Context: an optimization exercise on an open-source flow, tuned for a short achievable clock period and few clock cycles. The choices shown serve that exercise and are no tape-out recipe.
RTL that was checked went through simulation tests only; none was proved equivalent to the original.
Only the layout flow was run in run 2; the RTL was not checked for function there.
Power is estimated from default activity; no workload was simulated.

==> design/flow/config.mk <==
export PLATFORM = sky130hd
export DESIGN_NAME = rv_core
export DESIGN_NICKNAME = rv_core
export VERILOG_FILES = /design/flow/design.v
export SDC_FILE = /design/flow/constraint.sdc
export NUM_CORES = 4
export LEC_CHECK = 0
export ABC_CLOCK_PERIOD_IN_PS = 3000
export CAP_MARGIN = 40
export CORE_MARGIN = 2
export CORE_UTILIZATION = 40
export SETUP_SLACK_MARGIN = 3.8
export SLEW_MARGIN = 40
==> design/flow/constraint.sdc <==
create_clock -name core_clock -period 7.0 [get_ports {clk}]
set_input_delay 1.4000 -clock core_clock [delete_from_list [all_inputs] [get_ports {clk}]]
set_output_delay 1.4000 -clock core_clock [all_outputs]
set_load 0.01 [all_outputs]
==> design/flow/design.v <==
`timescale 1ns/1ns
package rv_pkg;
    localparam int XLEN        = 32;
    localparam int REG_ADDR_W  = 5;
    localparam int DMEM_WORDS  = 64;
    localparam int DMEM_ADDR_W = $clog2(DMEM_WORDS);
    typedef logic [XLEN-1:0]       word_t;
    typedef logic [REG_ADDR_W-1:0] reg_addr_t;
    typedef enum logic [6:0] {
        OP_REG    = 7'b0110011,
        OP_IMM    = 7'b0010011,
        OP_LOAD   = 7'b0000011,
        OP_STORE  = 7'b0100011,
        OP_BRANCH = 7'b1100011
    } opcode_e;
    typedef enum logic [3:0] {
        ALU_ADD = 4'd0,
        ALU_SUB = 4'd1,
        ALU_AND = 4'd2,
        ALU_OR  = 4'd3,
        ALU_XOR = 4'd4,
        ALU_SLT = 4'd5,
        ALU_SLL = 4'd6,
        ALU_SRL = 4'd7
    } alu_op_e;
    localparam word_t NOP_INSTR = 32'h0000_0013;
endpackage
`timescale 1ns/1ns
`timescale 1ns/1ns
`timescale 1ns/1ns
module ks_add32 (
    input  logic [31:0] a,
    input  logic [31:0] b,
    input  logic        cin,
    output logic [31:0] s,
    output logic        c31
);
    logic [31:0] g [0:5];
    logic [31:0] p [0:5];
    logic [32:0] c;
    always_comb begin
        g[0] = a & b;
        p[0] = a ^ b;
        g[0][0] = (a[0] & b[0]) | ((a[0] ^ b[0]) & cin);
        for (int l = 1; l <= 5; l++) begin
            for (int i = 0; i < 32; i++) begin
                if (i >= (1 << (l - 1))) begin
                    g[l][i] = g[l-1][i] | (p[l-1][i] & g[l-1][i - (1 << (l - 1))]);
                    p[l][i] = p[l-1][i] & p[l-1][i - (1 << (l - 1))];
                end else begin
                    g[l][i] = g[l-1][i];
                    p[l][i] = p[l-1][i];
                end
            end
        end
        c[0] = cin;
        for (int i = 1; i <= 32; i++) c[i] = g[5][i-1];
        s   = p[0] ^ c[31:0];
        c31 = c[31];
    end
endmodule
module eq32 (
    input  logic [31:0] a,
    input  logic [31:0] b,
    output logic        eq
);
    assign eq = ~|(a ^ b);
endmodule
module zero_sum32 (
    input  logic [31:0] a,
    input  logic [31:0] b,
    input  logic        cin,
    output logic        z
);
    logic [31:0] t;
    logic [31:0] o;
    assign t = a ^ b;
    assign o = a | b;
    assign z = (t[0] == cin) && &(t[31:1] ~^ o[30:0]);
endmodule
module ks_gp32 (
    input  logic [31:0] g,
    input  logic [31:0] p,
    input  logic        cin,
    output logic [31:0] s,
    output logic        c31
);
    logic [31:0] gl [0:5];
    logic [31:0] pl [0:5];
    logic [32:0] c;
    always_comb begin
        gl[0] = g;
        pl[0] = p;
        gl[0][0] = g[0] | (p[0] & cin);
        for (int l = 1; l <= 5; l++) begin
            for (int i = 0; i < 32; i++) begin
                if (i >= (1 << (l - 1))) begin
                    gl[l][i] = gl[l-1][i] | (pl[l-1][i] & gl[l-1][i - (1 << (l - 1))]);
                    pl[l][i] = pl[l-1][i] & pl[l-1][i - (1 << (l - 1))];
                end else begin
                    gl[l][i] = gl[l-1][i];
                    pl[l][i] = pl[l-1][i];
                end
            end
        end
        c[0] = cin;
        for (int i = 1; i <= 32; i++) c[i] = gl[5][i-1];
        s   = p ^ c[31:0];
        c31 = c[31];
    end
endmodule
module zero_gp32 (
    input  logic [31:0] g,
    input  logic [31:0] p,
    input  logic        cin,
    output logic        z
);
    logic [31:0] o;
    assign o = g | p;
    assign z = (p[0] == cin) && &(p[31:1] ~^ o[30:0]);
endmodule
`timescale 1ns/1ns
`timescale 1ns/1ns
module rv_core (
    input  logic              clk,
    input  logic              reset,
    output rv_pkg::word_t     instr_addr,
    input  rv_pkg::word_t     instr_data,
    output logic              wb_valid,
    output rv_pkg::reg_addr_t wb_rd,
    output rv_pkg::word_t     wb_data
);
    logic [9:0] pc;
    logic        res_valid;
    logic [4:0]  res_rd;
    logic [31:1] res_oh;     
    logic [31:0] res_data;
    logic        out_valid;
    logic [4:0]  out_rd;
    logic [31:0] out_data;
    logic [31:0] regs [1:31];
    logic [31:1] zflag;
    logic        res_kz;
    logic [31:0] dmem [64];
    logic        ex_we;
    logic        ex_store;
    logic        ex_branch;
    logic        ex_load;
    logic [4:0]  ex_rd;
    logic [31:0] ex_a;
    logic [31:0] ex_b;
    logic        ex_fa;
    logic        ex_fb;
    logic [63:0] ex_sel;
    logic        ex_add;
    logic        ex_sub;
    logic        ex_neg;
    logic        ex_slt;
    logic        ex_sll;
    logic        ex_srl;
    logic        ex_xor;
    logic        ex_or;
    logic        ex_and;
    logic        ex_bne;
    logic [31:0] ex_g;
    logic [31:0] ex_p;
    logic        ex_zk;
    logic        ex_kill;
    logic        ex_wv;
    logic        ex_pred;
    logic [9:0]  ex_seq;
    logic [9:0]  ex_tgt;
    logic [9:0]  alt_pc;
    assign instr_addr = {20'd0, pc, 2'b00};
    assign wb_valid   = out_valid;
    assign wb_rd      = out_rd;
    assign wb_data    = out_data;
    logic [6:0]  opcode;
    logic [4:0]  rd;
    logic [4:0]  rs1;
    logic [4:0]  rs2;
    logic [2:0]  f3;
    logic        is_reg;
    logic        is_imm;
    logic        is_load;
    logic        is_store;
    logic        is_branch;
    logic [31:0] imm_i;
    logic [31:0] imm_s;
    logic [9:0]  br_off;
    logic [31:0] rv1;
    logic [31:0] rv2;
    logic        fwd1;
    logic        fwd2;
    logic        stall;
    logic        pred;
    logic [9:0]  pc_seq;
    logic [9:0]  pc_tgt;
    logic [7:0]  mimm;
    logic [5:0]  ma;
    logic [5:0]  mb;
    logic        mcin;
    logic [5:0]  mt;
    logic [5:0]  mg;
    logic [5:0]  mp;
    logic [63:0] msel;
    logic        sub_op;
    assign opcode    = instr_data[6:0];
    assign rd        = instr_data[11:7];
    assign f3        = instr_data[14:12];
    assign rs1       = instr_data[19:15];
    assign rs2       = instr_data[24:20];
    assign is_reg    = opcode == 7'b0110011;
    assign is_imm    = opcode == 7'b0010011;
    assign is_load   = opcode == 7'b0000011;
    assign is_store  = opcode == 7'b0100011;
    assign is_branch = opcode == 7'b1100011;
    assign imm_i     = {{20{instr_data[31]}}, instr_data[31:20]};
    assign imm_s     = {{20{instr_data[31]}}, instr_data[31:25], instr_data[11:7]};
    assign br_off    = {instr_data[7], instr_data[30:25], instr_data[11:9]};
    assign rv1 = (rs1 == 5'd0) ? 32'd0 :
                 (res_valid && res_rd == rs1) ? res_data : regs[rs1];
    assign rv2 = (rs2 == 5'd0) ? 32'd0 :
                 (res_valid && res_rd == rs2) ? res_data : regs[rs2];
    assign ex_wv = ex_we && !ex_kill;
    assign fwd1  = ex_wv && ex_rd == rs1;
    assign fwd2  = ex_wv && ex_rd == rs2;
    logic is_addop;
    assign is_addop = (is_reg || is_imm) && (f3 == 3'b000 || f3 == 3'b010 || f3 == 3'b011);
    assign stall    = ((is_load || is_store) && fwd1) || (is_addop && (fwd1 || (is_reg && fwd2)));
    assign mimm     = is_store ? imm_s[7:0] : imm_i[7:0];
    assign ma   = rv1[7:2];
    assign mb   = mimm[7:2];
    assign mcin = (rv1[1] & mimm[1]) | ((rv1[1] | mimm[1]) & rv1[0] & mimm[0]);
    assign mt   = ma ^ mb;
    assign mg   = ma & mb;
    assign mp   = ma | mb;
    always_comb begin
        for (int w = 0; w < 64; w++) begin
            logic [5:0] kw;
            logic [5:0] cneed;
            logic [5:0] cgen;
            kw    = 6'(w);
            cneed = mt ^ kw;
            cgen[0] = mcin;
            for (int i = 1; i < 6; i++) cgen[i] = kw[i-1] ? mg[i-1] : mp[i-1];
            msel[w] = &(cneed ~^ cgen);
        end
    end
    logic        res_zero;
    logic [31:0] zk;
    logic        ex_kz;
    logic        z1;
    logic        z2;
    logic        pred_eq;
    assign res_zero = ~|res_data;
    assign ex_kz    = ex_zk && ex_zero;
    always_comb begin
        zk[0] = 1'b1;
        for (int r = 1; r < 32; r++) begin
            if (res_valid && res_oh[r]) begin
                zk[r] = res_kz;
            end else begin
                zk[r] = zflag[r];
            end
        end
    end
    assign z1 = fwd1 ? ex_kz : zk[rs1];
    assign z2 = fwd2 ? ex_kz : zk[rs2];
    assign pred_eq = (rs1 == rs2) || (z1 && z2);
    assign pred    = is_branch && (pred_eq != f3[0]);
    assign pc_seq = pc + 10'd1;
    logic [31:0] add_b;
    assign add_b = ((is_imm || is_load) ? imm_i : rv2) ^ {32{sub_op}};
    assign pc_tgt = pc + br_off;
    assign sub_op = (is_reg || is_imm) && ((is_reg && f3 == 3'b000 && instr_data[30]) || f3 == 3'b010);
    logic [31:0] op_a;
    logic [31:0] op_b;
    logic [31:0] sum;
    logic        lt;
    logic [31:0] sll_r;
    logic [31:0] srl_r;
    logic [31:0] ld_data;
    logic [31:0] result;
    logic        taken;
    logic        mispredict;
    assign op_a = ex_fa ? res_data : ex_a;
    assign op_b = ex_fb ? res_data : ex_b;
    logic        c31;
    ks_gp32 i_add (.g(ex_g), .p(ex_p), .cin(ex_neg), .s(sum), .c31(c31));
    logic        ex_zero;
    zero_gp32 i_zero (.g(ex_g), .p(ex_p), .cin(ex_neg), .z(ex_zero));
    assign lt    = (ex_a[31] ^ ex_b[31]) ? ex_a[31] : sum[31];
    assign sll_r = op_a << op_b[4:0];
    assign srl_r = op_a >> op_b[4:0];
    logic [31:0] dm_rd;
    logic        equal;
    always_comb begin
        dm_rd = '0;
        for (int w = 0; w < 64; w++) dm_rd = dm_rd | ({32{ex_sel[w]}} & dmem[w]);
    end
    assign ld_data = dm_rd;
    logic [31:0] other;
    assign other  = ({32{ex_sll}} & sll_r)
                  | ({32{ex_srl}} & srl_r)
                  | ({32{ex_xor}} & (op_a ^ op_b))
                  | ({32{ex_or}}  & (op_a | op_b))
                  | ({32{ex_and}} & (op_a & op_b))
                  | ({32{ex_load}} & ld_data);
    assign result = ({32{ex_add | ex_sub}} & sum) | ({32{ex_slt}} & {31'd0, lt}) | other;
    logic eq_ab;
    logic eq_ar;
    logic eq_rb;
    eq32 i_eq_ab (.a(ex_a),     .b(ex_b),     .eq(eq_ab));
    eq32 i_eq_ar (.a(ex_a),     .b(res_data), .eq(eq_ar));
    eq32 i_eq_rb (.a(res_data), .b(ex_b),     .eq(eq_rb));
    always_comb begin
        case ({ex_fa, ex_fb})
            2'b00:   equal = eq_ab;
            2'b01:   equal = eq_ar;
            2'b10:   equal = eq_rb;
            default: equal = 1'b1;
        endcase
    end
    assign taken      = equal ^ ex_bne;
    assign alt_pc     = ex_pred ? ex_seq : ex_tgt;
    assign mispredict = ex_branch && !ex_kill && (taken != ex_pred);
    always_ff @(posedge clk) begin
        if (reset) begin
            pc <= '0;
        end else if (mispredict) begin
            pc <= alt_pc;
        end else if (pred) begin
            pc <= pc_tgt;
        end else if (!stall) begin
            pc <= pc_seq;
        end
    end
    always_ff @(posedge clk) begin
        ex_kill <= mispredict;
    end
    always_ff @(posedge clk) begin
        if (reset || stall) begin
            ex_we     <= 1'b0;
            ex_store  <= 1'b0;
            ex_branch <= 1'b0;
        end else begin
            ex_we     <= (is_reg || is_imm || is_load) && rd != 5'd0;
            ex_store  <= is_store;
            ex_branch <= is_branch;
        end
    end
    always_ff @(posedge clk) begin
        ex_rd     <= rd;
        ex_a      <= rv1;
        ex_b      <= (is_imm || is_load) ? imm_i : rv2;
        ex_fa     <= fwd1;
        ex_fb     <= fwd2 && !(is_imm || is_load);
        ex_sel    <= msel;
        ex_load   <= is_load;
        ex_add    <= (is_reg || is_imm) && (f3 == 3'b011 || (f3 == 3'b000 && !(is_reg && instr_data[30])));
        ex_sub    <= is_reg && f3 == 3'b000 && instr_data[30];
        ex_neg    <= sub_op;
        ex_slt    <= (is_reg || is_imm) && f3 == 3'b010;
        ex_sll    <= (is_reg || is_imm) && f3 == 3'b001;
        ex_srl    <= (is_reg || is_imm) && f3 == 3'b101;
        ex_xor    <= (is_reg || is_imm) && f3 == 3'b100;
        ex_or     <= (is_reg || is_imm) && f3 == 3'b110;
        ex_and    <= (is_reg || is_imm) && f3 == 3'b111;
        ex_bne    <= f3[0];
        ex_zk     <= (is_reg || is_imm) && (f3 == 3'b000 || f3 == 3'b011);
        ex_g      <= rv1 & add_b;
        ex_p      <= rv1 ^ add_b;
        ex_pred   <= pred;
        ex_seq    <= pc_seq;
        ex_tgt    <= pc_tgt;
    end
    always_ff @(posedge clk) begin
        if (reset) begin
            out_valid <= 1'b0;
        end else begin
            out_valid <= ex_wv;
        end
    end
    always_ff @(posedge clk) begin
        res_valid <= ex_wv;
        res_kz    <= ex_kz;
    end
    always_ff @(posedge clk) begin
        if (ex_wv) begin
            res_rd   <= ex_rd;
            res_data <= result;
            for (int r = 1; r < 32; r++) res_oh[r] <= ex_rd == 5'(r);
        end
    end
    always_ff @(posedge clk) begin
        out_rd   <= ex_rd;
        out_data <= result;
    end
    logic reset_q;
    always_ff @(posedge clk) begin
        reset_q <= reset;
    end
    always_ff @(posedge clk) begin
        if (reset_q) begin
            for (int i = 1; i < 32; i++) regs[i] <= '0;
            zflag <= '1;
        end else if (res_valid) begin
            for (int r = 1; r < 32; r++) begin
                if (res_oh[r]) begin
                    regs[r]  <= res_data;
                    zflag[r] <= res_zero;
                end
            end
        end
    end
    always_ff @(posedge clk) begin
        if (reset_q) begin
            for (int i = 0; i < 64; i++) dmem[i] <= '0;
        end else if (ex_store && !ex_kill) begin
            for (int i = 0; i < 64; i++) begin
                if (ex_sel[i]) dmem[i] <= op_b;
            end
        end
    end
endmodule
==> design/flow/run.sh <==
#!/bin/bash
# synth_recipe.tcl (not shown) runs the flow's synth.tcl, then flattens the netlist and writes it again
# the make line also repeats each setting of config.mk as NAME=value (left out here)
make -C /OpenROAD-flow-scripts/flow DESIGN_CONFIG=/design/flow/config.mk WORK_HOME=/design/flow/orfs CLKGATE_MAP_FILE= SYNTH_SCRIPT=/design/flow/synth_recipe.tcl finish
==> impl_metrics.toml, run 1 <==
[pwr]
peakVddDrop_mv = 0.215
p_leak_nw = 62.5
p_per_area_nw_per_um2 = 240
total_power_mw = 44.5

[global_routing]
gr-usage-all-layers_pct = 48.2
grt_max_degree = 195
grt_pass1_vias = 140000
gr-total-overflow = 0
antenna_found_initial = 95
grt_pass1_wl_microns = 1250000

[worst_hold_path]
hold_end = "zflag[16]$_SDFFE_PP1P_"
hold_path_class = "register to register"
min_path_cells = 2
hp-start = "zflag[16]$_SDFFE_PP1P_"

[placed_design]
gp_congestion = 1.05
numPortBuffers = 81
hpwl_microns = 544000

[critical_path]
end_kind = "register"
worst_setup_path_start_kind = "primary input"
startpoint = "instr_data[19]"
reg2regPathDepth = 13
r2r_end = "ex_sel[50]$_DFF_P_"
r2r_slack_ns = 3.20
worstSetupPathType = "primary input to register"
crit_fanout = 17
worstPathRequired_ns = 7.87
crit_arrival_ns = 5.14
r2r_start = "res_rd[4]$_DFFE_PP_"

[timing]
max_freq_ghz = 0.235
rsz0062_at_grt = "yes"
period_share_pct = 60.9
hold_viol = 0
tns_ns = 0
finClkSkew_ns = 0.132
slew_headroom_pct = 14.6
worstMarginPinSlew_ns = 1.28
post-route-min-period_ns = 4.26
slew_violations = 0
setup-violations-final = 0

[drt]
ant_nets = 0
viasPerCell = 7.02
num_vias = 161000
dr.first_iter.drc_count = 31800
dr.pass1.iters = 13
wire_per_inst_microns = 41.6
drc = 0
drt_wl_total_microns = 956000

[logic_synthesis]
synth-seq-cells = 3425
yosysTopAreaCell = "dfxtp_1"
async_reset_ff_share_pct = 0
ys_warn_count = 38
synth_edf_count = 68
ys_top_cells_by_area = "dfxtp_1, a211oi_1, nand2_1, nor2_1, a22oi_1"
synthCells = 17600
synth_area_sq_um = 148000
ys.flop_type = "dfxtp_1"
netlist.area_leader.share_pct = 45.4
seq_area_frac_synth_pct = 46.8
synth.avg_cell_area_sq_um = 8.41
ys_types = 102

[clock_network]
clock_sinks = 3425
root_buffer = "clkbuf_16"
htreeDepth = 5
cts_tree = "done"
path_clk_slew_ns = 0.06
clk_latency_ns = 1.05
numCtsBuffers = 373
cts_buffer_depth = 4

[finish]
syn2layout_area_growth_pct = 25.6
post-route-util_pct = 50.4
layout-drive-gt1-share_pct = 18.6
fillers = 34100
fin_nets = 17700

[die]
die_h_microns = 612
rows = 223
die-width_microns = 612
dieArea_sq_um = 375000
design.core.area_sq_um = 369000
start_util_pct = 40.1
ios = 104

[status]
status = "finished clean"

[flow_run]
max_cap_violations = 0
## metrics by stage
stage | cell area, sq um | std cells | hold WS [ns] | setup slack, ns
6_report | 186000 | 23000 | 0.473 | 2.74
5_1_grt | 186000 | 22900 | 0.483 | 2.62
4_1_cts | 180000 | 22600 | 0.468 | 3.19
3_5_place_dp | 155000 | 21300 | 0.456 | 0.540
3_3_place_gp | 154000 | 21200 | 0.443 | 0.515
2_1_floorplan | 150000 | 17600 | 0.345 | 2.93
## critical path, cell delays in order
cell     delay, ns
buf_12        0.13
buf_8         0.14
buf_12        0.13
buf_4         0.15
xor2_1        0.17
nor4_2        0.26
buf_4         0.29
nand3_4       0.20
buf_4         0.25
o21ai_2       0.18
a21oi_1       0.16
o22ai_1       0.25
maj3_4        0.47
xnor2_4       0.13
buf_8         0.17
buf_8         0.18
nor4_1        0.40
## timing repair
action	CTS	global route
buffers inserted	597	213
hold buffers	0	0
pin swaps	366	367
hold endpoints to repair	0	0
gates resized for setup	1203	611
endpoints found under the setup margin	649	267
cloned	41	16
## cell usage in the layout, fill, tap and decap left out, drive strengths merged, types with 128 or more instances in the layout
cell type / Yosys / layout
a211oi: 2096 / 2096
a21oi: 1261 / 1261
a221oi: 513 / 513
a22o: 490 / 490
a22oi: 863 / 863
buf: 536 / 1464
clkbuf: 1442 / 551
dfxtp: 3357 / 3357
inv: 153 / 166
mux2i: 128 / 128
nand2: 2454 / 2454
nand3: 146 / 146
nand4: 240 / 240
nor2: 2401 / 2403
nor4: 139 / 139
o21ai: 196 / 196
## synth_stat cells, types with 88 or more instances
library cell  count
a211oi_1       2096
a21oi_1        1260
a221oi_1        513
a22o_1          490
a22oi_1         863
and2_1          104
buf_1           381
buf_2           113
clkbuf_1       1442
dfxtp_1        3357
ha_1            118
inv_1           152
mux2i_1         127
nand2_1        2451
nand3_1         146
nand4_1         239
nor2_1         2400
nor3_1           88
nor4_1          125
o21ai_0         190
xnor2_1         122
xor2_1           96
## where the power goes
| part | total [mW] | switching (mW) | internal (mW) |
|---|---|---|---|
| Combinational | 2.94 | 2.10 | 0.841 |
| Clock | 21.7 | 9.12 | 12.6 |
| Sequential | 19.8 | 0.215 | 19.6 |
| Total | 44.5 | 11.4 | 33.1 |
## flip-flops by register name, indices dropped and copies added (netlist names), 32 cells and up
register	flops
ex_sel	64
ex_a	32
ex_p	32
res_data	32
regs	992
dmem	2048
out_data	32
ex_b	32
## cell families after synthesis
logic type      synth area share [%]
flops                           46.8
buf+inv                         5.63
xor+xnor                        1.36
other cells                  0.00254
fa+ha+maj                       1.02
simple gates                    16.1
mux                             1.06
compound gates                  28.0
## final cells by class
type                            count  area, sq um  area share (%)
Sequential cell                  3425        69500            37.4
Tap cell                         4950         6190            3.33
Multi-Input combinational cell  12100        77500            41.7
Clock inverter                    151         2200            1.19
Clock buffer                      537        11000            5.93
Timing Repair Buffer             1557        18400            9.91
Inverter                          155          623           0.336
Timing Repair inverter              1         6.26         0.00337
Antenna cell                      113          283           0.152
## how the worst max path moves through the flow
stage	to	slack, ns	cells past startpoint
2_1_floorplan	ex_sel[16]$_DFF_P_	2.93	17
3_3_place_gp	ex_sel[17]$_DFF_P_	0.52	16
3_5_place_dp	ex_sel[19]$_DFF_P_	0.54	17
4_1_cts	ex_sel[26]$_DFF_P_	3.19	18
5_1_grt	ex_sel[11]$_DFF_P_	2.62	14
6_report	ex_sel[50]$_DFF_P_	2.74	17
## metal layers
| metal | up-vias | part of all wire [%] | GRT usage [%] |
|---|---|---|---|
| li1 | 64000 | - | - |
| met1 | 76700 | 35 | 58.9 |
| met2 | 15500 | 38 | 65.0 |
| met3 | 4869 | 16 | 20.0 |
| met4 | 80 | 11 | 40.7 |
| met5 | - | 0.16 | 1.05 |
Testbench counts, summed over its fixed seeds: cycles 15,694.
==> run 2, diff against run 1 <==
--- a/design/flow/design.v
+++ b/design/flow/design.v
@@ -133,7 +133,6 @@
     logic [9:0] pc;
     logic        res_valid;
     logic [4:0]  res_rd;
-    logic [31:1] res_oh;     
     logic [31:0] res_data;
     logic        out_valid;
     logic [4:0]  out_rd;
@@ -223,8 +222,8 @@
     assign rv2 = (rs2 == 5'd0) ? 32'd0 :
                  (res_valid && res_rd == rs2) ? res_data : regs[rs2];
     assign ex_wv = ex_we && !ex_kill;
-    assign fwd1  = ex_wv && ex_rd == rs1;
-    assign fwd2  = ex_wv && ex_rd == rs2;
+    assign fwd1  = ex_wv && ex_rd == rs1 && rs1 != 5'd0;
+    assign fwd2  = ex_wv && ex_rd == rs2 && rs2 != 5'd0;
     logic is_addop;
     assign is_addop = (is_reg || is_imm) && (f3 == 3'b000 || f3 == 3'b010 || f3 == 3'b011);
     assign stall    = ((is_load || is_store) && fwd1) || (is_addop && (fwd1 || (is_reg && fwd2)));
@@ -258,7 +257,7 @@
     always_comb begin
         zk[0] = 1'b1;
         for (int r = 1; r < 32; r++) begin
-            if (res_valid && res_oh[r]) begin
+            if (res_valid && res_rd == 5'(r)) begin
                 zk[r] = res_kz;
             end else begin
                 zk[r] = zflag[r];
@@ -390,32 +389,23 @@
         if (ex_wv) begin
             res_rd   <= ex_rd;
             res_data <= result;
-            for (int r = 1; r < 32; r++) res_oh[r] <= ex_rd == 5'(r);
         end
     end
     always_ff @(posedge clk) begin
         out_rd   <= ex_rd;
         out_data <= result;
     end
-    logic reset_q;
     always_ff @(posedge clk) begin
-        reset_q <= reset;
-    end
-    always_ff @(posedge clk) begin
-        if (reset_q) begin
+        if (reset) begin
             for (int i = 1; i < 32; i++) regs[i] <= '0;
             zflag <= '1;
         end else if (res_valid) begin
-            for (int r = 1; r < 32; r++) begin
-                if (res_oh[r]) begin
-                    regs[r]  <= res_data;
-                    zflag[r] <= res_zero;
-                end
-            end
+            regs[res_rd]  <= res_data;
+            zflag[res_rd] <= res_zero;
         end
     end
     always_ff @(posedge clk) begin
-        if (reset_q) begin
+        if (reset) begin
             for (int i = 0; i < 64; i++) dmem[i] <= '0;
         end else if (ex_store && !ex_kill) begin
             for (int i = 0; i < 64; i++) begin
--- a/design/flow/config.mk
+++ b/design/flow/config.mk
@@ -6,8 +6,8 @@
 export NUM_CORES = 4
 export LEC_CHECK = 0
 export ABC_CLOCK_PERIOD_IN_PS = 3000
-export CAP_MARGIN = 40
+export CAP_MARGIN = 20
 export CORE_MARGIN = 2
 export CORE_UTILIZATION = 40
 export SETUP_SLACK_MARGIN = 3.8
-export SLEW_MARGIN = 40
+export SLEW_MARGIN = 20
==> run 2 against run 1 <==
Net effect:
- the layout now fails its checks (capacitance limit, slew limit)
- first-iteration DRC count down 28%
- sequential power up 8%
- clock-buffer cell count down 41
- cell area down 0.48%
- clock skew down 0.032 ns
- sequential share of layout area up 5.6 points
- power up 6.5%
- wire length down 23%
- critical path type unchanged
- critical endpoint is now dmem[42][6]$_SDFFE_PP0P_
==> impl_metrics.toml, run 2 <==
[status]
status = "finished with violations"
so_faults = "capacitance limit, slew limit"

[drt]
num_vias = 131000
routed.top_layer = "met5"
dr.first_iter.drc_count = 22900
drc = 0
wl_met3_microns = 98000
wl_met1_microns = 257000
wl_met2_microns = 315000
wire_per_inst_microns = 37.4
viasPerCell = 6.69
dr.pass1.iters = 6
ant_nets = 0
drt_wl_total_microns = 735000

[global_routing]
gr-total-overflow = 0
grt_max_degree = 190
gr-usage-all-layers_pct = 35.4
antenna_found_initial = 64
grt_pass1_wl_microns = 977000
grt_pass1_vias = 118000

[pwr]
p_leak_nw = 62.7
p_per_area_nw_per_um2 = 256
total_power_mw = 47.4
peakVddDrop_mv = 0.207

[critical_path]
path_buf_inv = 4
crit_slowest_cell = "buf_4"
startpoint = "reset"
end_kind = "register"
path_cells = "buf_16 > buf_4 > buf_4 > buf_4 > a211oi_1"
crit_fanout = 99
cp_top_family = "buffers and inverters"
worstPathRequired_ns = 7.84
worst_setup_path_start_kind = "primary input"
r2r_start = "ex_sel[60]$_DFF_P_"
r2r_slack_ns = 3.32
worstSetupPathType = "primary input to register"
crit_arrival_ns = 4.55
path_common_cell = "buf_4"
critical-path-max-stage-delay_ns = 0.92

[placed_design]
gp_congestion = 0.979
hpwl_microns = 392000
placed_cells = 18400
numPortBuffers = 81
place_ws_ns = 1.29
dpl_cell_area_sq_um = 161000

[logic_synthesis]
ys.flop_type = "dfxtp_1"
synthTopCellsByCount = "dfxtp_1, nor2_1, a211oi_1"
netlist.area_leader.share_pct = 30.6
synth.most_common_cell = "dfxtp_1"
seq_area_frac_synth_pct = 51.1
synth_area_sq_um = 155000
ys_warn_count = 5
yosysTopAreaCell = "dfxtp_1"
synthCells = 14400
synth.avg_cell_area_sq_um = 10.7
ys_top_cells_by_area = "dfxtp_1, edfxtp_1, a211oi_1, mux4_2, nor2_1"
async_reset_ff_share_pct = 0
synth-seq-cells = 3425
synth_edf_count = 1061
ys_types = 89

[finish]
design_area_sq_um = 185000
fin_nets = 14300
post-route-util_pct = 47.9
syn2layout_area_growth_pct = 19.3
largest-register = "dmem"
layout.cells.non_filler = 19700
reg.largest.list = "dmem (2048), regs (1024), ex_sel (64)"
final_cell_mix = "dfxtp_1, nor2_1, a211oi_1"
largest_reg_flops = 2048
layout-drive-gt1-share_pct = 21.1
layout_commonest_cell = "dfxtp_1"

[die]
ios = 104
die-width_microns = 626
rows = 228
dieArea_sq_um = 392000
design.core.area_sq_um = 386000
die_h_microns = 626
start_util_pct = 40.2

[clock_network]
path_clk_slew_ns = 0.06
root_buffer = "clkbuf_16"
cts_buffer_depth = 4
holdBufCountCts = 0
clock_sinks = 3425
numCtsBuffers = 359
cts_tree = "done"
htreeDepth = 5
clk_latency_ns = 1.04

[timing]
hold_viol = 0
period_share_pct = 53.0
slew_violations = 23
slew_headroom_pct = -10.5
post-route-min-period_ns = 3.71
finClkSkew_ns = 0.0997
setup-violations-final = 0
worst_slack_ns = 3.29
tns_ns = 0
rsz0062_at_grt = "yes"
max_freq_ghz = 0.270
holdWs_ns = 0.439
worstMarginPinSlew_ns = 1.66

[worst_hold_path]
hold_path_class = "register to register"
hp-start = "ex_rd[0]$_DFF_P_"

[flow_run]
max_cap_violations = 1
==> run 2: cell count changes after synthesis, sizes merged, moves of 130 or more <==
cell,change
nand2,-2206
buf,-130
dfxtp,-993
a21oi,-1098
and2,+872
edfxtp,+993
a22oi,-638
mux4,+650
clkbuf,-162
==> run 2: repair_timing <==
item | 4_1_cts | 5_1_grt
resized for setup | 918 | 454
endpoints found under the hold margin | 0 | 0
endpoints found under the setup margin | 2307 | 905
cloned | 44 | 40
buffers inserted | 290 | 172
pin swaps | 186 | 210
==> run 2: layout make-up <==
| class | count | area (sq um) |
|---|---|---|
| fillers | 34700 | 201000 |
| flip-flops and latches | 3425 | 79500 |
| multi-input cells | 9231 | 74300 |
| repair buffers | 996 | 12200 |
| clock buffers | 496 | 10200 |
| well taps | 5175 | 6470 |
| clock inverters | 155 | 1470 |
| inverters | 115 | 487 |
| diodes | 64 | 160 |
| repair inverters | 1 | 8.76 |
==> run 2: power by group <==
group	total (mW)	switching (mW)	internal [mW]
combinational	6.50	4.32	2.18
clock	19.5	8.56	10.9
sequential	21.4	0.618	20.8
total	47.4	13.5	33.9
==> run 2: layer usage <==
| layer | track usage (%) | vias up |
|---|---|---|
| li1 | - | 53500 |
| met2 | 53.0 | 10600 |
| met3 | 9.73 | 2906 |
| met5 | 0 | - |
| met4 | 25.6 | 26 |
| met1 | 43.9 | 64500 |
==> run 2: path summary, 6_finish.rpt <==
kind / endpoint / cells past startpoint
setup / recovery: dmem[42][6]$_SDFFE_PP0P_ / 5
hold / removal: out_rd[0]$_DFF_P_ / 0
setup reg to reg: res_data[7]$_DFFE_PP_ / 9
hold reg to reg: out_rd[0]$_DFF_P_ / 0
==> run 2: cells by family after synthesis <==
logic type	after synthesis	share of synthesized area, %
multiplexers	874	10.9
buffers and inverters	1801	4.52
AO/OA/AOI/OAI	3780	18.4
other	1	0.00242
adder cells (fa/ha/maj)	132	1.07
XOR/XNOR	228	1.31
flip-flops	3425	51.1
AND/OR/NAND/NOR	4179	12.6
==> run 3, diff against run 2 <==
--- a/design/flow/design.v
+++ b/design/flow/design.v
@@ -133,6 +133,7 @@
     logic [9:0] pc;
     logic        res_valid;
     logic [4:0]  res_rd;
+    logic [31:1] res_oh;     
     logic [31:0] res_data;
     logic        out_valid;
     logic [4:0]  out_rd;
@@ -217,17 +218,21 @@
     assign imm_i     = {{20{instr_data[31]}}, instr_data[31:20]};
     assign imm_s     = {{20{instr_data[31]}}, instr_data[31:25], instr_data[11:7]};
     assign br_off    = {instr_data[7], instr_data[30:25], instr_data[11:9]};
-    assign rv1 = (rs1 == 5'd0) ? 32'd0 :
-                 (res_valid && res_rd == rs1) ? res_data : regs[rs1];
-    assign rv2 = (rs2 == 5'd0) ? 32'd0 :
-                 (res_valid && res_rd == rs2) ? res_data : regs[rs2];
+    logic [31:0] regs_rd [32];
+    always_comb begin
+        regs_rd[0] = '0;
+        for (int r = 1; r < 32; r++) regs_rd[r] = regs[r];
+    end
+    assign rv1 = (res_valid && res_rd == rs1) ? res_data : regs_rd[rs1];
+    assign rv2 = (res_valid && res_rd == rs2) ? res_data : regs_rd[rs2];
     assign ex_wv = ex_we && !ex_kill;
-    assign fwd1  = ex_wv && ex_rd == rs1 && rs1 != 5'd0;
-    assign fwd2  = ex_wv && ex_rd == rs2 && rs2 != 5'd0;
+    assign fwd1  = ex_wv && ex_rd == rs1;
+    assign fwd2  = ex_wv && ex_rd == rs2;
     logic is_addop;
     assign is_addop = (is_reg || is_imm) && (f3 == 3'b000 || f3 == 3'b010 || f3 == 3'b011);
     assign stall    = ((is_load || is_store) && fwd1) || (is_addop && (fwd1 || (is_reg && fwd2)));
     assign mimm     = is_store ? imm_s[7:0] : imm_i[7:0];
+    logic [63:0] s0;
     assign ma   = rv1[7:2];
     assign mb   = mimm[7:2];
     assign mcin = (rv1[1] & mimm[1]) | ((rv1[1] | mimm[1]) & rv1[0] & mimm[0]);
@@ -241,9 +246,12 @@
             logic [5:0] cgen;
             kw    = 6'(w);
             cneed = mt ^ kw;
-            cgen[0] = mcin;
+            cgen[0] = 1'b0;
             for (int i = 1; i < 6; i++) cgen[i] = kw[i-1] ? mg[i-1] : mp[i-1];
-            msel[w] = &(cneed ~^ cgen);
+            s0[w] = &(cneed ~^ cgen);
+        end
+        for (int w = 0; w < 64; w++) begin
+            msel[w] = mcin ? s0[(w + 63) % 64] : s0[w];
         end
     end
     logic        res_zero;
@@ -257,7 +265,7 @@
     always_comb begin
         zk[0] = 1'b1;
         for (int r = 1; r < 32; r++) begin
-            if (res_valid && res_rd == 5'(r)) begin
+            if (res_valid && res_oh[r]) begin
                 zk[r] = res_kz;
             end else begin
                 zk[r] = zflag[r];
@@ -389,23 +397,32 @@
         if (ex_wv) begin
             res_rd   <= ex_rd;
             res_data <= result;
+            for (int r = 1; r < 32; r++) res_oh[r] <= ex_rd == 5'(r);
         end
     end
     always_ff @(posedge clk) begin
         out_rd   <= ex_rd;
         out_data <= result;
     end
+    logic reset_q;
     always_ff @(posedge clk) begin
-        if (reset) begin
+        reset_q <= reset;
+    end
+    always_ff @(posedge clk) begin
+        if (reset_q) begin
             for (int i = 1; i < 32; i++) regs[i] <= '0;
             zflag <= '1;
         end else if (res_valid) begin
-            regs[res_rd]  <= res_data;
-            zflag[res_rd] <= res_zero;
+            for (int r = 1; r < 32; r++) begin
+                if (res_oh[r]) begin
+                    regs[r]  <= res_data;
+                    zflag[r] <= res_zero;
+                end
+            end
         end
     end
     always_ff @(posedge clk) begin
-        if (reset) begin
+        if (reset_q) begin
             for (int i = 0; i < 64; i++) dmem[i] <= '0;
         end else if (ex_store && !ex_kill) begin
             for (int i = 0; i < 64; i++) begin
--- a/design/flow/config.mk
+++ b/design/flow/config.mk
@@ -6,8 +6,8 @@
 export NUM_CORES = 4
 export LEC_CHECK = 0
 export ABC_CLOCK_PERIOD_IN_PS = 3000
-export CAP_MARGIN = 20
+export CAP_MARGIN = 40
 export CORE_MARGIN = 2
 export CORE_UTILIZATION = 40
 export SETUP_SLACK_MARGIN = 3.8
-export SLEW_MARGIN = 20
+export SLEW_MARGIN = 40
==> run 3 against run 2 <==
Net effect:
- now clean on timing, DRC and antenna
- non-clock buffer count is 557 higher
- global-route usage grew 11 points
- sequential share of layout area is 5.2 points lower
- critical path depth is 12 higher
- register-to-register slack better by 0.08 ns
- combinational power down about 70%
- clock skew shrank 0.020 ns
- clock power grew 5%
- worst hold slack better by 0.033 ns
- largest cell class is now multi-input gates
==> impl_metrics.toml, run 3 <==
[logic_synthesis]
synth.avg_cell_area_sq_um = 8.41
ys.flop_type = "dfxtp_1"
netlist.area_leader.share_pct = 45.7
async_reset_ff_share_pct = 0
synthCells = 17500
synthTopCellsByCount = "dfxtp_1, nand2_1, nor2_1"
ys_top_cells_by_area = "dfxtp_1, a211oi_1, nand2_1, nor2_1, a22oi_1"
synth.most_common_cell = "dfxtp_1"
seq_area_frac_synth_pct = 47.0
synth-seq-cells = 3425
ys_warn_count = 7
ys_types = 98
yosysTopAreaCell = "dfxtp_1"
synth_area_sq_um = 147000
synth_edf_count = 68

[pwr]
peakVddDrop_mv = 0.214
p_leak_nw = 61.7
p_comb_share_pct = 4.7
p_int_mw = 31.8
clkPwrFrac_pct = 48.6
p_sw_share_pct = 24.9
p_per_area_nw_per_um2 = 230
switching_power_mw = 10.5
seqPwrFrac_pct = 46.7

[placed_design]
hpwl_microns = 511000
place_ws_ns = 0.903
gp_congestion = 1.04
numPortBuffers = 81
placed_cells = 21000

[global_routing]
grt_pass1_wl_microns = 1200000
grt_max_degree = 205
gr-usage-all-layers_pct = 46.3
grt_pass1_vias = 139000
antenna_found_initial = 73
gr-total-overflow = 0

[clock_network]
holdBufCountCts = 0
htreeDepth = 5
cts_tree = "done"
numCtsBuffers = 372
path_clk_slew_ns = 0.06
clock_sinks = 3425
clk_latency_ns = 1.07
root_buffer = "clkbuf_16"
cts_buffer_depth = 4

[die]
ios = 104
die-width_microns = 611
rows = 222
dieArea_sq_um = 373000
design.core.area_sq_um = 366000
die_h_microns = 611
start_util_pct = 40.2

[timing]
max_freq_ghz = 0.270
slew_violations = 0
worst_slack_ns = 3.29
finClkSkew_ns = 0.0798
slew_headroom_pct = 30.4
period_share_pct = 52.9
setup-violations-final = 0
post-route-min-period_ns = 3.71
hold_viol = 0
worstMarginPinSlew_ns = 1.04
rsz0062_at_grt = "yes"
holdWs_ns = 0.473
tns_ns = 0

[critical_path]
cp-endpoint = "ex_sel[25]$_DFF_P_"
reg2regPathDepth = 14
path_common_cell = "buf_4"
crit_arrival_ns = 4.65
r2r_start = "ex_p[0]$_DFF_P_"
worst_setup_path_start_kind = "primary input"
path_cells = "buf_12 > buf_12 > nand2b_4 > buf_12 > buf_4 > nor2_4 > buf_4 > buf_4 > a221o_1 > nor4_2 > a31oi_2 > a21oi_1 > buf_4 > maj3_4 > mux2i_4 > nand2_8 > nor2_4"
crit_fanout = 8
r2r_slack_ns = 3.40
end_kind = "register"
startpoint = "instr_data[16]"
crit_slowest_cell = "mux2i_4"
worstPathRequired_ns = 7.95
worstSetupPathType = "primary input to register"
r2r_end = "res_data[28]$_DFFE_PP_"
critical-path-max-stage-delay_ns = 0.40

[finish]
final_cell_mix = "dfxtp_1, nand2_1, nor2_1"
reg.largest.list = "dmem (2048), regs (992), ex_sel (64)"
largest-register = "dmem"
fillers = 34200
layout_commonest_cell = "dfxtp_1"
syn2layout_area_growth_pct = 25.1
layout-drive-gt1-share_pct = 18.3
largest_reg_flops = 2048
fin_nets = 17700
layout.cells.non_filler = 22700

[drt]
num_vias = 159000
ant_nets = 0
dr.pass1.iters = 13
drc = 0
dr.first_iter.drc_count = 28700
wire_per_inst_microns = 40.5
viasPerCell = 7.00
drt_wl_total_microns = 920000

[flow_run]
max_cap_violations = 0

[status]
status = "finished clean"

[worst_hold_path]
hold_path_class = "register to register"
==> run 3: cell types whose count changed in the layout (fill, tap and decap cells not counted), sizes merged, moves of 651 or more <==
cell and change:
and2 -871, nand2 +2172, a21oi +1059, a22oi +826, dfxtp +993, edfxtp -993, mux4 -651
==> run 3: timing repair <==
| action | in CTS | in global routing |
|---|---|---|
| gates cloned | 38 | 21 |
| endpoints found under the setup margin | 562 | 486 |
| pin swaps | 297 | 373 |
| setup buffers | 605 | 268 |
| gates resized for setup | 1165 | 619 |
==> run 3: worst min path at each step <==
stage / slack (ns) / to / cells after the start / startpoint
after floorplan: 0.34 / out_rd[2]$_DFF_P_ / 0 / ex_rd[2]$_DFF_P_
after global placement: 0.45 / zflag[21]$_SDFFE_PP1P_ / 2 / zflag[21]$_SDFFE_PP1P_
after detailed placement: 0.46 / zflag[19]$_SDFFE_PP1P_ / 2 / zflag[19]$_SDFFE_PP1P_
after CTS: 0.47 / regs[30][22]$_SDFFE_PP0P_ / 2 / regs[30][22]$_SDFFE_PP0P_
after global routing: 0.49 / regs[29][17]$_SDFFE_PP0P_ / 2 / regs[29][17]$_SDFFE_PP0P_
final: 0.47 / regs[1][1]$_SDFFE_PP0P_ / 2 / regs[1][1]$_SDFFE_PP0P_
==> run 3: cell families after synthesis <==
kind of cell	synth area share (%)
AOI/OAI and AO/OA	27.9
adders and majority gates	1.03
xor gates and xnor gates	1.40
muxes	1.11
DFF	47.0
other	0.00255
buffers and inverters	5.41
and+or+nand+nor	16.1
==> run 3: per-layer routing <==
layer | global-route usage [%] | vias to the layer above | part of all wire, %
met2 | 64.3 | 14700 | 39
met1 | 53.2 | 75100 | 33
met5 | 0.620 | - | 0.077
met4 | 44.3 | 64 | 12
li1 | - | 63500 | -
met3 | 19.0 | 5566 | 15
==> run 3: area by class of cell <==
cell class / instances / area (sq um) / area share, %
flip-flops and latches: 3425 / 69600 / 37.8
inverters: 111 / 457 / 0.248
repair buffers: 1553 / 18700 / 10.2
clock inverters: 129 / 1420 / 0.772
multi-input cells: 12000 / 76700 / 41.6
diodes: 77 / 193 / 0.105
well taps: 4816 / 6030 / 3.27
clock buffers: 544 / 11000 / 5.99
==> run 3: critical path, delay by kind of cell <==
family	cells	cell delay, ns
muxes	1	0.40
adders and majority gates	1	0.31
and+or+nand+nor	5	0.81
buffers and inverters	7	0.99
AOI/OAI and AO/OA	3	0.72
==> run 3: power groups by stage <==
stage | combinational [mW] | sequential, mW | clock, mW
finish | 1.98 | 19.7 | 20.5
global route | 1.95 | 19.7 | 21.2
CTS | 1.68 | 19.7 | 20.4
detailed placement | 1.31 | 20.2 | 0
global placement | 1.30 | 20.2 | 0
floorplan | 0.783 | 20.1 | 0
==> run 3: stage by stage <==
stage / area [sq um] / util, % / total power, mW
after detailed placement: 154000 / 42.0 / 21.5
after global routing: 184000 / 50.2 / 42.9
final: 184000 / 50.3 / 42.3
after global placement: 153000 / 41.8 / 21.5
after CTS: 178000 / 48.6 / 41.8
after floorplan: 149000 / - / 20.9
Testbench counts of run 3, summed over its fixed seeds: cycles 15,694.
==> run 4, diff against run 3 <==
--- a/design/flow/config.mk
+++ b/design/flow/config.mk
@@ -6,8 +6,8 @@
 export NUM_CORES = 4
 export LEC_CHECK = 0
 export ABC_CLOCK_PERIOD_IN_PS = 3000
-export CAP_MARGIN = 40
+export CAP_MARGIN = 25
 export CORE_MARGIN = 2
 export CORE_UTILIZATION = 40
 export SETUP_SLACK_MARGIN = 3.8
-export SLEW_MARGIN = 40
+export SLEW_MARGIN = 25
==> run 4 against run 3 <==
Net effect:
- area after synthesis did not move
- clock power barely moved
- cell area shrank 0.45%
- wire length about the same
- critical endpoint is now res_data[28]$_DFFE_PP_
- worst hold slack improved by 0.0031 ns
- power increased by 0.56%
- global-route usage is 0.25 points lower
- first-iteration DRC count is 0.47% higher
- synthesized cell count unchanged
- final cell count down 0.22%
- clock skew increased by 0.0095 ns
- core utilization shrank 0.23 points
- still clean
==> impl_metrics.toml, run 4 <==
[status]
status = "finished clean"

[logic_synthesis]
synth_area_sq_um = 147000
synthMuxAreaShare_pct = 1.11
async_reset_ff_share_pct = 0
synthAdderAreaFrac_pct = 1.03
synthCells = 17500
synth_xor_area_share_pct = 1.40
ys_top_cells_by_area = "dfxtp_1, a211oi_1, nand2_1, nor2_1, a22oi_1"
ys.flop_type = "dfxtp_1"
synth.avg_cell_area_sq_um = 8.41
synth-seq-cells = 3425
netlist.area_leader.share_pct = 45.7
ys_types = 98
synth.most_common_cell = "dfxtp_1"
synth_top_family_by_area = "compound AO/OA/AOI/OAI gates"
synth_simple_gate_area_share_pct = 16.1
synthTopCellsByCount = "dfxtp_1, nand2_1, nor2_1"
ys_warn_count = 7
synth_compound_area_share_pct = 27.9
yosysTopAreaCell = "dfxtp_1"
seq_area_frac_synth_pct = 47.0
synth_edf_count = 68

[clock_network]
clk_latency_ns = 1.07
holdBufCountCts = 0
cts_buffer_depth = 4
numCtsBuffers = 376
path_clk_slew_ns = 0.06
htreeDepth = 5
root_buffer = "clkbuf_16"
cts_tree = "done"
clock_sinks = 3425

[critical_path]
r2r_start = "ex_sel[42]$_DFF_P_"
startpoint = "ex_sel[42]$_DFF_P_"
cp-endpoint = "res_data[28]$_DFFE_PP_"
r2r_slack_ns = 3.13
end_kind = "register"
worst_setup_path_start_kind = "register"
reg2regPathDepth = 9
r2r_end = "res_data[28]$_DFFE_PP_"
crit_fanout = 11
worstPathRequired_ns = 7.77
worstSetupPathType = "register to register"
crit_arrival_ns = 4.65

[finish]
fillers = 34300
layout_commonest_cell = "dfxtp_1"
fin_nets = 17600
largest_reg_flops = 2048
final_cell_mix = "dfxtp_1, nand2_1, nor2_1"
syn2layout_area_growth_pct = 24.5
largest-register = "dmem"
layout-drive-gt1-share_pct = 18.3
reg.largest.list = "dmem (2048), regs (992), ex_sel (64)"

[global_routing]
met3_usage_pct = 18.6
gr-total-overflow = 0
use_met2_pct = 64.4
gr-usage-all-layers_pct = 46.0
grt_max_degree = 219
top_usage_layer = "met2"
grt_pass1_wl_microns = 1200000
antenna_found_initial = 89
grt_pass1_vias = 138000
grt_util_met1_pct = 53.0

[pwr]
peakVddDrop_mv = 0.231
total_power_mw = 42.5
p_per_area_nw_per_um2 = 232
p_leak_nw = 61.3

[placed_design]
hpwl_microns = 507000
numPortBuffers = 81
gp_congestion = 1.04

[timing]
slew_violations = 0
finClkSkew_ns = 0.0892
post-route-min-period_ns = 3.87
hold_viol = 0
max_freq_ghz = 0.258
slew_headroom_pct = 1.02
rsz0062_at_grt = "yes"
setup-violations-final = 0
worstMarginPinSlew_ns = 1.48
tns_ns = 0
period_share_pct = 55.3

[die]
dieArea_sq_um = 373000
ios = 104
rows = 222
die-width_microns = 611
die_h_microns = 611
start_util_pct = 40.2
design.core.area_sq_um = 366000

[drt]
num_vias = 159000
drt_wl_total_microns = 919000
drc = 0
dr.pass1.iters = 14
ant_nets = 0
viasPerCell = 7.03
wire_per_inst_microns = 40.6
dr.first_iter.drc_count = 28900

[flow_run]
max_cap_violations = 0

[worst_hold_path]
hold_path_class = "register to register"
==> run 4: cell counts after synthesis <==
Identical to the previous run, type by type.
==> run 4: how the worst min path moves through the flow <==
stage	start	end	slack, ns	depth (start not counted)
floorplan	ex_rd[2]$_DFF_P_	out_rd[2]$_DFF_P_	0.34	0
global placement	zflag[21]$_SDFFE_PP1P_	zflag[21]$_SDFFE_PP1P_	0.45	2
detailed placement	zflag[27]$_SDFFE_PP1P_	zflag[27]$_SDFFE_PP1P_	0.46	2
CTS	regs[21][8]$_SDFFE_PP0P_	regs[21][8]$_SDFFE_PP0P_	0.47	2
global route	pc[0]$_SDFFE_PP0P_	ex_seq[0]$_DFF_P_	0.48	1
finish	regs[13][17]$_SDFFE_PP0P_	regs[13][17]$_SDFFE_PP0P_	0.48	2
==> run 4: metrics by stage <==
step	util, %	hold WS, ns	setup WS, ns	std cells	area (sq um)
3_3_place_gp	41.8	0.448	0.950	21000	153000
4_1_cts	48.1	0.472	3.27	22200	176000
5_1_grt	50.0	0.484	3.23	22600	183000
3_5_place_dp	41.8	0.459	0.914	21000	153000
6_report	50.1	0.476	3.13	22600	183000
2_1_floorplan	-	0.345	2.82	17500	149000
==> run 4: power breakdown <==
group | switching (mW) | internal, mW | total [mW]
Sequential | 0.157 | 19.6 | 19.7
Combinational | 1.38 | 0.556 | 1.93
Clock | 8.92 | 11.9 | 20.8
==> run 4: what timing repair did <==
action | CTS | global route
pin swaps | 291 | 368
setup buffers | 551 | 281
gates resized for setup | 986 | 844
gates cloned | 31 | 35
endpoints found under the setup margin | 983 | 686
==> run 4: critical path, stage by stage (launching register included) <==
cell       delay [ns]
dfxtp_4          0.47
buf_6            0.25
a22o_1           0.21
a221oi_1         0.31
nand4_1          0.25
o41ai_4          1.09
o2111ai_2        0.27
a21oi_1          0.18
o211ai_1         0.25
buf_4            0.28
==> run 4: routing by layer <==
layer / vias to the layer above / part of all wire, %
met3: 5510 / 15
met4: 50 / 12
met5: - / 0.078
li1: 63300 / -
met2: 15100 / 39
met1: 75200 / 33
==> run 4: area by class of cell <==
class / count / area, sq um / area share [%]
Antenna cell: 86 / 215 / 0.117
Clock buffer: 561 / 11300 / 6.19
Clock inverter: 115 / 1350 / 0.735
Inverter: 111 / 448 / 0.244
Multi-Input combinational cell: 12000 / 76900 / 41.9
Sequential cell: 3425 / 69600 / 38.0
Tap cell: 4816 / 6030 / 3.29
Timing Repair Buffer: 1488 / 17400 / 9.51
==> run 4: cell families (layout without fill, tap and decap cells) <==
logic type	after synthesis	in the layout
buffers and inverters	2067	2275
and+or+nand+nor	5740	5751
xor gates and xnor gates	225	225
AOI/OAI and AO/OA	5761	5761
DFF	3425	3425
adders and majority gates	121	123
other	1	108
muxes	156	156
==> run 5, diff against run 4 <==
--- a/design/flow/design.v
+++ b/design/flow/design.v
@@ -312,9 +312,9 @@
                   | ({32{ex_srl}} & srl_r)
                   | ({32{ex_xor}} & (op_a ^ op_b))
                   | ({32{ex_or}}  & (op_a | op_b))
-                  | ({32{ex_and}} & (op_a & op_b))
-                  | ({32{ex_load}} & ld_data);
-    assign result = ({32{ex_add | ex_sub}} & sum) | ({32{ex_slt}} & {31'd0, lt}) | other;
+                  | ({32{ex_and}} & (op_a & op_b));
+    assign result = ex_load ? ld_data
+                  : (({32{ex_add | ex_sub}} & sum) | ({32{ex_slt}} & {31'd0, lt}) | other);
     logic eq_ab;
     logic eq_ar;
     logic eq_rb;
@@ -332,16 +332,17 @@
     assign taken      = equal ^ ex_bne;
     assign alt_pc     = ex_pred ? ex_seq : ex_tgt;
     assign mispredict = ex_branch && !ex_kill && (taken != ex_pred);
+    logic sel_alt;
+    logic sel_tgt;
+    logic sel_hold;
+    logic sel_seq;
+    assign sel_alt  = !reset && mispredict;
+    assign sel_tgt  = !reset && !mispredict && pred;
+    assign sel_hold = !reset && !mispredict && stall;
+    assign sel_seq  = !reset && !mispredict && !pred && !stall;
     always_ff @(posedge clk) begin
-        if (reset) begin
-            pc <= '0;
-        end else if (mispredict) begin
-            pc <= alt_pc;
-        end else if (pred) begin
-            pc <= pc_tgt;
-        end else if (!stall) begin
-            pc <= pc_seq;
-        end
+        pc <= ({10{sel_alt}} & alt_pc) | ({10{sel_tgt}} & pc_tgt)
+            | ({10{sel_hold}} & pc) | ({10{sel_seq}} & pc_seq);
     end
     always_ff @(posedge clk) begin
         ex_kill <= mispredict;
--- a/design/flow/config.mk
+++ b/design/flow/config.mk
@@ -6,8 +6,8 @@
 export NUM_CORES = 4
 export LEC_CHECK = 0
 export ABC_CLOCK_PERIOD_IN_PS = 3000
-export CAP_MARGIN = 25
+export CAP_MARGIN = 40
 export CORE_MARGIN = 2
 export CORE_UTILIZATION = 40
 export SETUP_SLACK_MARGIN = 3.8
-export SLEW_MARGIN = 25
+export SLEW_MARGIN = 40
==> run 5 against run 4 <==
Net effect:
- still clean on timing, DRC and antenna
- critical path depth grew 7
- via count shrank 3.1%
- worst hold slack lost 0.0061 ns
- clock skew shrank 0.016 ns
- register-to-register slack gained 0.33 ns
- cell area shrank 2.8%
- first-iteration DRC count shrank 6.8%
- final cell count shrank 1.4%
- maximum frequency grew 8.9%
- global-route usage shrank 2.1 points
- non-clock buffer count shrank 347
- largest power group unchanged
- highest routed layer unchanged
==> impl_metrics.toml, run 5 <==
[status]
status = "finished clean"

[critical_path]
critical-path-max-stage-delay_ns = 0.35
worstPathRequired_ns = 7.91
crit_slowest_cell = "a222oi_1"
crit_fanout = 12
path_cells = "buf_12 > buf_8 > or3b_4 > nor2_4 > buf_12 > buf_12 > a222oi_1 > nand3_1 > o31a_1 > a21oi_2 > nor3_2 > o21ai_4 > buf_12 > mux2i_4 > buf_12 > nor2_1"
worst_setup_path_start_kind = "primary input"
crit_arrival_ns = 4.47
worstSetupPathType = "primary input to register"
end_kind = "register"
path_common_cell = "buf_12"

[worst_hold_path]
hold_path_class = "register to register"

[die]
rows = 222
ios = 104
die-width_microns = 610
die_h_microns = 610
start_util_pct = 40.2
design.core.area_sq_um = 366000
dieArea_sq_um = 372000

[clock_network]
cts_tree = "done"
holdBufCountCts = 0
numCtsBuffers = 371
root_buffer = "clkbuf_16"
clk_latency_ns = 1.06
htreeDepth = 5
cts_buffer_depth = 4
clock_sinks = 3425
path_clk_slew_ns = 0.06

[finish]
reg.largest.list = "dmem (2048), regs (992), ex_sel (64)"
largest-register = "dmem"
syn2layout_area_growth_pct = 21.2
fin_nets = 17300
final_cell_mix = "dfxtp_1, nand2_1, nor2_1"
post-route-util_pct = 48.7
design_area_sq_um = 178000
layout-drive-gt1-share_pct = 15.3
layout.cells.non_filler = 22300
layout_commonest_cell = "dfxtp_1"
fillers = 34700
largest_reg_flops = 2048

[logic_synthesis]
synth-seq-cells = 3425
netlist.area_leader.share_pct = 45.7
ys_warn_count = 7
async_reset_ff_share_pct = 0
seq_area_frac_synth_pct = 47.1
ys_types = 92
synth_area_sq_um = 147000
synth.avg_cell_area_sq_um = 8.36
yosysTopAreaCell = "dfxtp_1"
ys_top_cells_by_area = "dfxtp_1, a211oi_1, a22oi_1, nand2_1, nor2_1"
ys.flop_type = "dfxtp_1"
synthTopCellsByCount = "dfxtp_1, nand2_1, nor2_1"
synth_edf_count = 68
synth.most_common_cell = "dfxtp_1"
synthCells = 17600

[drt]
dr.pass1.iters = 12
wire_per_inst_microns = 38.7
drt_wl_total_microns = 864000
num_vias = 154000
viasPerCell = 6.91
drc = 0
dr.first_iter.drc_count = 26900
ant_nets = 0

[global_routing]
antenna_found_initial = 45
gr-total-overflow = 0
grt_pass1_vias = 137000
grt_pass1_wl_microns = 1150000
gr-usage-all-layers_pct = 44.0
grt_max_degree = 188

[flow_run]
max_cap_violations = 0

[placed_design]
hpwl_microns = 498000
placed_cells = 21100
numPortBuffers = 81
gp_congestion = 1.03
dpl_cell_area_sq_um = 154000
place_ws_ns = 0.934

[timing]
setup-violations-final = 0
holdWs_ns = 0.470
slew_violations = 0
hold_viol = 0
worst_slack_ns = 3.44
rsz0062_at_grt = "yes"
period_share_pct = 50.8
max_freq_ghz = 0.281
slew_headroom_pct = 27.1
worstMarginPinSlew_ns = 1.09
finClkSkew_ns = 0.0734
tns_ns = 0
post-route-min-period_ns = 3.56

[pwr]
peakVddDrop_mv = 0.201
p_per_area_nw_per_um2 = 235
total_power_mw = 41.9
p_leak_nw = 58.4
[run 5: cells by family (layout without fill, tap and decap cells)]
group	Yosys count	in the layout	share of synthesized area, %
other cells	1	55	0.00255
buf+inv	2064	1927	5.39
xor+xnor	228	228	1.39
compound gates	5650	5650	27.2
simple gates	5898	5905	16.4
fa+ha+maj	119	119	1.02
flops	3425	3425	47.1
mux	200	201	1.43
[run 5: area by class of cell]
type	instances	area [sq um]	area share, %
inverters	115	482	0.270
well taps	4816	6030	3.38
clock inverters	131	1640	0.918
multi-input cells	12100	75800	42.6
repair buffers	1141	13600	7.63
diodes	33	82.6	0.0464
clock buffers	540	10900	6.14
flip-flops and latches	3425	69500	39.0
[run 5: per-layer routing]
layer	global-route usage [%]	up-vias	routed length, microns	part of all wire [%]
met2	62.7	13700	347000	40
li1	-	62600	-	-
met1	52.5	73000	295000	34
met3	14.6	4837	123000	14
met4	39.2	38	98400	11
met5	0.0646	-	311	0.036
[run 5: power by group]
part           total (mW)  switching [mW]  internal [mW]
registers            19.7           0.145           19.6
logic                1.56            1.15          0.402
clock network        20.7            8.84           11.8
total                41.9            10.1           31.8
[run 5: critical path, delay by kind of cell]
family | cells | cell delay, ns
AOI/OAI and AO/OA | 4 | 1.10
muxes | 1 | 0.28
buffers and inverters | 6 | 0.93
and+or+nand+nor | 5 | 0.71
[run 5: path summary, 6_finish.rpt]
| check | from | to | slack [ns] | cells after the start |
|---|---|---|---|---|
| min | zflag[25]$_SDFFE_PP1P_ | zflag[25]$_SDFFE_PP1P_ | 0.47 | 2 |
| max reg2reg | ex_p[4]$_DFF_P_ | pc[9]$_DFF_P_ | 3.46 | 9 |
| min reg2reg | zflag[25]$_SDFFE_PP1P_ | zflag[25]$_SDFFE_PP1P_ | 0.47 | 2 |
| max | instr_data[17] | ex_sel[22]$_DFF_P_ | 3.44 | 16 |
[run 5: what timing repair did]
item,4_1_cts,5_1_grt
endpoints found under the setup margin,658,295
setup buffers,314,149
gates cloned,38,15
resized for setup,943,490
pin swaps,164,226
Testbench counts of run 5, summed over its fixed seeds: cycles 15,694.
==> run 6, diff against run 5 <==
--- a/design/flow/config.mk
+++ b/design/flow/config.mk
@@ -8,6 +8,7 @@
 export ABC_CLOCK_PERIOD_IN_PS = 3000
 export CAP_MARGIN = 40
 export CORE_MARGIN = 2
-export CORE_UTILIZATION = 40
+export CORE_UTILIZATION = 45
+export PLACE_DENSITY = 0.65
 export SETUP_SLACK_MARGIN = 3.8
 export SLEW_MARGIN = 40
==> run 6 against run 5 <==
Net effect:
- global-route usage up 5.9 points
- via count rose by 1.7%
- still clean
- critical path depth fell by 1
- final cell count is 1.5% lower
- combinational power grew 4%
- clock power is 2% lower
- area after synthesis is the same
- cell area hardly changed
- clock skew up 0.020 ns
- largest power group unchanged
- first-iteration DRC count is 9.1% higher
- sequential share of layout area hardly changed
==> impl_metrics.toml, run 6 <==
[status]
status = "finished clean"

[timing]
max_freq_ghz = 0.279
worst_slack_ns = 3.41
post-route-min-period_ns = 3.59
finClkSkew_ns = 0.0929
setup-violations-final = 0
rsz0062_at_grt = "yes"
hold_viol = 0
slew_violations = 0
slew_headroom_pct = 30.7
worstMarginPinSlew_ns = 1.04
tns_ns = 0
period_share_pct = 51.2
holdWs_ns = 0.468

[placed_design]
placed_cells = 20600
place_ws_ns = 0.859
hpwl_microns = 514000
gp_congestion = 1.04
numPortBuffers = 81

[logic_synthesis]
ys_top_cells_by_area = "dfxtp_1, a211oi_1, a22oi_1, nand2_1, nor2_1"
ys_types = 92
synth_top_family_by_area = "compound AO/OA/AOI/OAI gates"
synth.most_common_cell = "dfxtp_1"
ys_warn_count = 7
synth_xor_area_share_pct = 1.39
netlist.area_leader.share_pct = 45.7
yosysTopAreaCell = "dfxtp_1"
synth_area_sq_um = 147000
synth_compound_area_share_pct = 27.2
synthCells = 17600
async_reset_ff_share_pct = 0
synthTopCellsByCount = "dfxtp_1, nand2_1, nor2_1"
ys.flop_type = "dfxtp_1"
synth.avg_cell_area_sq_um = 8.36
synthMuxAreaShare_pct = 1.43
synth-seq-cells = 3425
seq_area_frac_synth_pct = 47.1
synth_edf_count = 68
synthAdderAreaFrac_pct = 1.02
synth_simple_gate_area_share_pct = 16.4

[clock_network]
root_buffer = "clkbuf_16"
cts_tree = "done"
path_clk_slew_ns = 0.06
htreeDepth = 5
cts_buffer_depth = 4
clk_latency_ns = 1.05
clock_sinks = 3425
numCtsBuffers = 368

[critical_path]
worstPathRequired_ns = 7.97
startpoint = "instr_data[15]"
r2r_slack_ns = 3.46
reg2regPathDepth = 15
cp-endpoint = "ex_sel[12]$_DFF_P_"
crit_arrival_ns = 4.55
worst_setup_path_start_kind = "primary input"
r2r_start = "ex_p[0]$_DFF_P_"
crit_fanout = 8
r2r_end = "res_data[20]$_DFFE_PP_"
end_kind = "register"
worstSetupPathType = "primary input to register"

[finish]
syn2layout_area_growth_pct = 21.2
final_cell_mix = "dfxtp_1, nand2_1, nor2_1"
fin_nets = 17400
layout_commonest_cell = "dfxtp_1"
largest-register = "dmem"
reg.largest.list = "dmem (2048), regs (992), ex_sel (64)"
layout.cells.non_filler = 22000
layout-drive-gt1-share_pct = 15.9
largest_reg_flops = 2048

[drt]
dr.pass1.iters = 12
drc = 0
num_vias = 157000
wire_per_inst_microns = 39.7
viasPerCell = 7.13
dr.first_iter.drc_count = 29300
ant_nets = 0
drt_wl_total_microns = 874000

[die]
die_h_microns = 575
design.core.area_sq_um = 325000
die-width_microns = 575
dieArea_sq_um = 331000
ios = 104
rows = 209
start_util_pct = 45.3

[pwr]
p_int_mw = 31.4
switching_power_mw = 10.2
p_comb_share_pct = 3.9
p_sw_share_pct = 24.5
p_per_area_nw_per_um2 = 234
seqPwrFrac_pct = 47.4
p_leak_nw = 58.8
peakVddDrop_mv = 0.243
clkPwrFrac_pct = 48.7

[worst_hold_path]
min_path_cells = 2
hold_path_class = "register to register"

[global_routing]
grt_pass1_wl_microns = 1160000
gr-usage-all-layers_pct = 49.9
gr-total-overflow = 0
grt_pass1_vias = 139000
antenna_found_initial = 69
grt_max_degree = 196

[flow_run]
max_cap_violations = 0
[run 6: cell types whose count changed in the layout (fill, tap and decap cells not counted), moves of 11 or more]
cell       before  now
mux2i_2        33   19
clkinv_2       55   67
bufbuf_16      26   15
dfxtp_2        13   24
buf_12        189  177
clkbuf_16     392  380
mux2i_1        80   91
buf_4         558  679
diode_2        33   76
[run 6: area by class of cell]
type	count	area (sq um)
multi-input cells	12100	76000
clock inverters	138	1650
repair buffers	1254	14200
clock buffers	534	10700
repair inverters	1	16.3
diodes	76	190
inverters	115	494
fillers	29400	146000
flip-flops and latches	3425	69500
well taps	4325	5410
[run 6: routing by layer]
metal | vias to the layer above | GRT usage [%] | part of all wire (%) | routed length (microns)
li1 | 63000 | - | - | -
met1 | 74000 | 60.1 | 34 | 297000
met2 | 14800 | 69.0 | 39 | 343000
met3 | 5013 | 19.0 | 16 | 136000
met4 | 56 | 43.6 | 11 | 97100
met5 | - | 0.473 | 0.11 | 959
[run 6: worst min-delay path by stage]
stage                              start                        end  slack, ns
2_1_floorplan           ex_rd[2]$_DFF_P_          out_rd[2]$_DFF_P_       0.34
3_3_place_gp      zflag[16]$_SDFFE_PP1P_     zflag[16]$_SDFFE_PP1P_       0.45
3_5_place_dp      zflag[26]$_SDFFE_PP1P_     zflag[26]$_SDFFE_PP1P_       0.46
4_1_cts         regs[2][27]$_SDFFE_PP0P_   regs[2][27]$_SDFFE_PP0P_       0.47
5_1_grt        regs[24][31]$_SDFFE_PP0P_  regs[24][31]$_SDFFE_PP0P_       0.49
6_report           zflag[9]$_SDFFE_PP1P_      zflag[9]$_SDFFE_PP1P_       0.47
[run 6: worst max-delay path: stages]
cell and delay (ns):
buf_12 0.12, buf_12 0.15, buf_12 0.14, nor2_2 0.45, and3_1 0.24, a31oi_1 0.05, o22ai_1 0.47, nor4_2 0.11
a21oi_2 0.44, a21o_1 0.21, o21ai_4 0.11, buf_6 0.17, buf_6 0.12, mux2_4 0.30, nor2_1 0.08
[run 6: power groups by stage]
| stage | Combinational (mW) | Clock (mW) | Sequential (mW) |
|---|---|---|---|
| final | 1.62 | 20.3 | 19.7 |
| after global routing | 1.59 | 21.0 | 19.7 |
| after floorplan | 0.713 | 0 | 20.1 |
| after CTS | 1.43 | 20.2 | 19.7 |
| after global placement | 1.20 | 0 | 20.1 |
| after detailed placement | 1.23 | 0 | 20.1 |
[run 6: timing repair]
item,in CTS,in global routing
hold buffers,0,0
setup endpoints to repair,829,489
pin swaps,277,217
setup buffers,391,166
resized for setup,983,416
cloned,27,17
[run 6: cells by family after synthesis]
| group | count (synthesis) |
|---|---|
| other cells | 1 |
| xor+xnor | 228 |
| fa+ha+maj | 119 |
| simple gates | 5898 |
| buf+inv | 2064 |
| flops | 3425 |
| mux | 200 |
| compound gates | 5650 |
[run 6: stage by stage]
step	power [mW]	cell area, sq um	util, %
CTS	41.3	174000	53.6
global placement	21.4	152000	46.9
detailed placement	21.4	153000	47.2
finish	41.6	178000	54.9
floorplan	20.8	149000	-
global route	42.3	178000	54.9

-- separate check: timing with driven ports --
The results above use ideal ports. As a check the final layouts listed here were re-extracted and re-timed, cells and wires unchanged.
Step 1 sets driving cells, clkbuf_16 on the clock port and buf_2 on the other inputs (assumed; they add their load-dependent delay and slew).
Step 2 times the ports against the registers' clock, not the clock port: input delays grow and output delays shrink by t, the midpoint of the rising clock arrivals with the driver on.
a / b / c = no drivers / after step 1 / after step 2; a / b = the first two.
run | t (ns) | setup slack, ns | worst data-port slew with drivers (ns) | pins driven straight from the clock port
run 1 | 1.116 | 2.736 / 2.775 / 1.659 | 0.63 | 1
run 2 | 1.101 | 3.292 / 3.044 / 1.943 | 0.67 | 1
run 3 | 1.163 | 3.294 / 3.362 / 2.199 | 0.19 | 1
run 4 | 1.143 | 3.127 / 3.127 / 2.248 | 0.19 | 1
run 5 | 1.137 | 3.443 / 3.352 / 2.214 | 0.23 | 1
run 6 | 1.122 | 3.414 / 3.347 / 2.225 | 0.23 | 1
The setup slack of run 2, which loses most, moves by -0.248 ns with the drivers and by -1.349 ns with both steps.
